Background: an optimization exercise with open tools, aiming at small area and a short achievable clock period. Do not read the settings as production practice. RTL that was checked went through simulation tests only; none was proved equivalent to the original.

==> flow/design.v <==
module simd_mem_arbiter #(
    parameter int ADDR_WIDTH     = 64,
    parameter int DATA_WIDTH     = 64,
    parameter int VEC_DATA_WIDTH = 512,
    parameter int TIMEOUT_CYCLES = 1024
) (
    input  logic                      CLK,
    input  logic                      RESET,
    input  logic                      S_REQ,
    input  logic                      S_WE,
    input  logic [ADDR_WIDTH-1:0]     S_ADDR,
    input  logic [DATA_WIDTH-1:0]     S_WDATA,
    input  logic [DATA_WIDTH/8-1:0]   S_WMASK,
    output logic [DATA_WIDTH-1:0]     S_RDATA,
    output logic                      S_ACK,
    input  logic                      V_REQ,
    input  logic                      V_WE,
    input  logic [ADDR_WIDTH-1:0]     V_ADDR,
    input  logic [VEC_DATA_WIDTH-1:0] V_WDATA,
    output logic [VEC_DATA_WIDTH-1:0] V_RDATA,
    output logic                      V_ACK,
    output logic                      M_REQ,
    output logic                      M_WE,
    output logic [ADDR_WIDTH-1:0]     M_ADDR,
    output logic [DATA_WIDTH-1:0]     M_WDATA,
    output logic [DATA_WIDTH/8-1:0]   M_WMASK,
    input  logic                      M_ACK,
    input  logic [DATA_WIDTH-1:0]     M_RDATA,
    output logic                      BUSY
);
    localparam int BEATS  = VEC_DATA_WIDTH / DATA_WIDTH;
    localparam int BYTES  = DATA_WIDTH / 8;
    localparam int BEAT_W = $clog2(BEATS);
    localparam int OFF_W  = $clog2(BYTES);
    localparam int AW     = ADDR_WIDTH - OFF_W;
    logic              busy_q, mreq_q, sack_q, vack_q;
    logic              idle_q;
    logic              prefer_vec, owner_vec;
    logic [BEAT_W-1:0] beat;
    logic              we_q;
    logic [BYTES-1:0]  wmask_q;
    logic [AW-1:0]     addr_q;
    logic [VEC_DATA_WIDTH-1:0] line_q;
    logic idle, accept, grant_vec, beat_done, last_done, line_hold;
    assign idle      = idle_q;
    assign accept    = idle && (S_REQ || V_REQ);
    assign grant_vec = V_REQ && (!S_REQ || prefer_vec);
    assign beat_done = mreq_q && M_ACK;
    assign last_done = beat_done && (!owner_vec || beat == BEAT_W'(BEATS - 1));
    always_ff @(posedge CLK or posedge RESET) begin
        if (RESET) begin
            busy_q     <= 1'b0;
            idle_q     <= 1'b1;
            mreq_q     <= 1'b0;
            sack_q     <= 1'b0;
            vack_q     <= 1'b0;
            prefer_vec <= 1'b0;
        end else begin
            busy_q <= accept || mreq_q;
            idle_q <= !(accept || mreq_q);
            mreq_q <= accept || (mreq_q && !last_done);
            sack_q <= last_done && !owner_vec;
            vack_q <= last_done && owner_vec;
            if (accept)
                prefer_vec <= !grant_vec;
        end
    end
    always_ff @(posedge CLK) begin
        if (idle) begin
            owner_vec <= grant_vec;
            we_q      <= grant_vec ? V_WE : S_WE;
            wmask_q   <= grant_vec ? '1 : S_WMASK;
        end
    end
    always_ff @(posedge CLK) begin
        beat   <= idle ? '0 : beat + BEAT_W'(beat_done);
    end
    logic [AW-1:0] addr_load, addr_inc;
    assign addr_load = grant_vec ? V_ADDR[ADDR_WIDTH-1:OFF_W] : S_ADDR[ADDR_WIDTH-1:OFF_W];
    localparam int HW = AW - BEAT_W;
    localparam int HB = 8;
    localparam int NB = (HW + HB - 1) / HB;
    logic [NB-1:0] below_ones_q, below_ones_d;
    logic [HW-1:0] hi_load, hi_q, hi_inc;
    logic          mid_wrap;
    assign hi_load  = addr_load[AW-1:BEAT_W];
    assign hi_q     = addr_q[AW-1:BEAT_W];
    assign mid_wrap = &addr_q[BEAT_W-1:0];
    always_comb begin
        below_ones_d[0] = 1'b1;
        for (int b = 1; b < NB; b++)
            below_ones_d[b] = below_ones_d[b-1] && (&hi_load[(b-1)*HB +: HB]);
    end
    always_ff @(posedge CLK)
        if (idle)
            below_ones_q <= below_ones_d;
    logic [NB*HB-1:0] hi_pad;
    assign hi_pad = (NB*HB)'(hi_q);
    always_comb begin
        for (int i = 0; i < HW; i++) begin
            logic [HB-1:0] below_in_blk;
            below_in_blk = HB'((1 << (i % HB)) - 1);
            hi_inc[i] = hi_q[i] ^ (mid_wrap && below_ones_q[i / HB]
                                   && (&(hi_pad[(i / HB) * HB +: HB] | ~below_in_blk)));
        end
    end
    assign addr_inc = {hi_inc, addr_q[BEAT_W-1:0] + BEAT_W'(1)};
    assign line_hold = !idle && !beat_done;
    always_ff @(posedge CLK)
        addr_q <= ({AW{idle}} & addr_load)
                | ({AW{beat_done}} & addr_inc)
                | ({AW{line_hold}} & addr_q);
    localparam int W = DATA_WIDTH;
    logic                      shift_q;
    logic [VEC_DATA_WIDTH-1:0] line_load;
    logic [W-1:0]              slot0_next;
    logic                      wr_step, rd_cap, s0_hold, mid_hold, s7_hold;
    always_ff @(posedge CLK or posedge RESET)
        if (RESET)
            shift_q <= 1'b0;
        else
            shift_q <= beat_done;
    assign line_load  = {V_WDATA[VEC_DATA_WIDTH-1:W], grant_vec ? V_WDATA[W-1:0] : S_WDATA};
    assign slot0_next = shift_q ? line_q[3*W-1:2*W] : line_q[2*W-1:W];
    assign wr_step    = beat_done && we_q;
    assign rd_cap     = beat_done && !we_q;
    assign s0_hold    = !idle && !wr_step && !(shift_q && !we_q);
    assign mid_hold   = !idle && !shift_q;
    assign s7_hold    = !idle && !rd_cap;
    always_ff @(posedge CLK) begin
        line_q[W-1:0] <= ({W{idle}} & line_load[W-1:0])
                       | ({W{wr_step}} & slot0_next)
                       | ({W{shift_q && !we_q}} & line_q[2*W-1:W])
                       | ({W{s0_hold}} & line_q[W-1:0]);
        line_q[7*W-1:W] <= ({6*W{idle}} & line_load[7*W-1:W])
                         | ({6*W{shift_q}} & line_q[8*W-1:2*W])
                         | ({6*W{mid_hold}} & line_q[7*W-1:W]);
        line_q[8*W-1:7*W] <= ({W{idle}} & line_load[8*W-1:7*W])
                           | ({W{rd_cap}} & M_RDATA)
                           | ({W{s7_hold}} & line_q[8*W-1:7*W]);
    end
    assign BUSY    = busy_q;
    assign M_REQ   = mreq_q;
    assign S_ACK   = sack_q;
    assign V_ACK   = vack_q;
    assign M_WE    = we_q;
    assign M_WMASK = wmask_q;
    assign M_ADDR  = {addr_q, {OFF_W{1'b0}}};
    assign M_WDATA = line_q[DATA_WIDTH-1:0];
    assign S_RDATA = line_q[VEC_DATA_WIDTH-1 -: DATA_WIDTH];
    assign V_RDATA = line_q;
endmodule
export LEC_CHECK = 0
export CAP_MARGIN = 20
export CORE_AREA = 5 5 265 265
export CTS_CLUSTER_DIAMETER = 60
export CTS_CLUSTER_SIZE = 20
export DIE_AREA = 0 0 270 270
export PLACE_DENSITY = 0.7
export SETUP_SLACK_MARGIN = 2.7
export SLEW_MARGIN = 20
create_clock -name core_clock -period 5.0 [get_ports {CLK}]
standard.sh (not shown) runs the stock make flow with config.mk's settings and CLKGATE_MAP_FILE= SYNTH_SCRIPT=/design/flow/synth_recipe.tcl, a recipe that flattens the netlist after the stock synthesis.
==> flow/flow/run.sh <==
#!/bin/bash
# Standard ORFS layout, with these changes: ports are buffered with buf_1 instead of the delay
# buffer buffer_ports picks by default; pins may sit one routing track apart so that a compact
# die has room for all 1500 of them; the clock pin is placed first, with a clear band around it.
set -euo pipefail
bash standard.sh \
  'BUFFER_PORTS_ARGS=-buffer_cell sky130_fd_sc_hd__buf_1' \
  "PRE_IO_PLACEMENT_TCL=$PWD/flow/pre_io.tcl" \
  'PLACE_PINS_ARGS=-min_distance 1 -min_distance_in_tracks -corner_avoidance 5 -exclude left:128-142' \
  finish > standard.log 2>&1
==> flow/flow/pre_io.tcl <==
# Put the clock pin in the middle of the left edge and keep other pins 7 um clear of it,
# so its wider clock wiring has room.
place_pin -pin_name CLK -layer met3 -location {0 135} -force_to_die_boundary
Next try:
--- a/flow/design.v
+++ b/flow/design.v
@@ -111,33 +111,12 @@
                 | ({AW{beat_done}} & addr_inc)
                 | ({AW{line_hold}} & addr_q);
-    localparam int W = DATA_WIDTH;
-    logic                      shift_q;
-    logic [VEC_DATA_WIDTH-1:0] line_load;
-    logic [W-1:0]              slot0_next;
-    logic                      wr_step, rd_cap, s0_hold, mid_hold, s7_hold;
-    always_ff @(posedge CLK or posedge RESET)
-        if (RESET)
-            shift_q <= 1'b0;
-        else
-            shift_q <= beat_done;
-    assign line_load  = {V_WDATA[VEC_DATA_WIDTH-1:W], grant_vec ? V_WDATA[W-1:0] : S_WDATA};
-    assign slot0_next = shift_q ? line_q[3*W-1:2*W] : line_q[2*W-1:W];
-    assign wr_step    = beat_done && we_q;
-    assign rd_cap     = beat_done && !we_q;
-    assign s0_hold    = !idle && !wr_step && !(shift_q && !we_q);
-    assign mid_hold   = !idle && !shift_q;
-    assign s7_hold    = !idle && !rd_cap;
-    always_ff @(posedge CLK) begin
-        line_q[W-1:0] <= ({W{idle}} & line_load[W-1:0])
-                       | ({W{wr_step}} & slot0_next)
-                       | ({W{shift_q && !we_q}} & line_q[2*W-1:W])
-                       | ({W{s0_hold}} & line_q[W-1:0]);
-        line_q[7*W-1:W] <= ({6*W{idle}} & line_load[7*W-1:W])
-                         | ({6*W{shift_q}} & line_q[8*W-1:2*W])
-                         | ({6*W{mid_hold}} & line_q[7*W-1:W]);
-        line_q[8*W-1:7*W] <= ({W{idle}} & line_load[8*W-1:7*W])
-                           | ({W{rd_cap}} & M_RDATA)
-                           | ({W{s7_hold}} & line_q[8*W-1:7*W]);
-    end
+    logic [VEC_DATA_WIDTH-1:0] line_load, line_shift;
+    assign line_load  = {V_WDATA[VEC_DATA_WIDTH-1:DATA_WIDTH],
+                         grant_vec ? V_WDATA[DATA_WIDTH-1:0] : S_WDATA};
+    assign line_shift = {M_RDATA, line_q[VEC_DATA_WIDTH-1:DATA_WIDTH]};
+    always_ff @(posedge CLK)
+        line_q <= ({VEC_DATA_WIDTH{idle}} & line_load)
+                | ({VEC_DATA_WIDTH{beat_done}} & line_shift)
+                | ({VEC_DATA_WIDTH{line_hold}} & line_q);
     assign BUSY    = busy_q;
     assign M_REQ   = mreq_q;
The new run did not get past 5_1_grt; synthesized cell count went up by 1.9%; area after synthesis went down by 0.40%.
For the second run of this note, only the layout was checked, not whether the RTL still works.

==> static timing again, ports no longer ideal <==
The results above use ideal ports. As a check the final layout listed here was re-extracted and re-timed, cells and wires unchanged. Step 1: set_driving_cell puts a clkbuf_16 on CLK and a buf_2 on each other input, an assumption about the parent block. Step 2 adds t to the input delays and takes it off the output delays; t is the mean of the earliest and latest rising clock arrival at the registers after step 1. Input paths then give back, and output paths get back, about the clock's delay inside the block. a / b / c = ideal ports / drivers / drivers and shift; a / b = the first two.
run: the first run
shift t [ns]: 0.665
slack for setup (ns): 2.686 / 2.636 / 2.052
worst slew at a driven data input, ns: 0.25
After both steps setup and hold are still met in the first run. The setup slack of the first run moves by -0.050 ns with the drivers and by -0.634 ns with both steps.
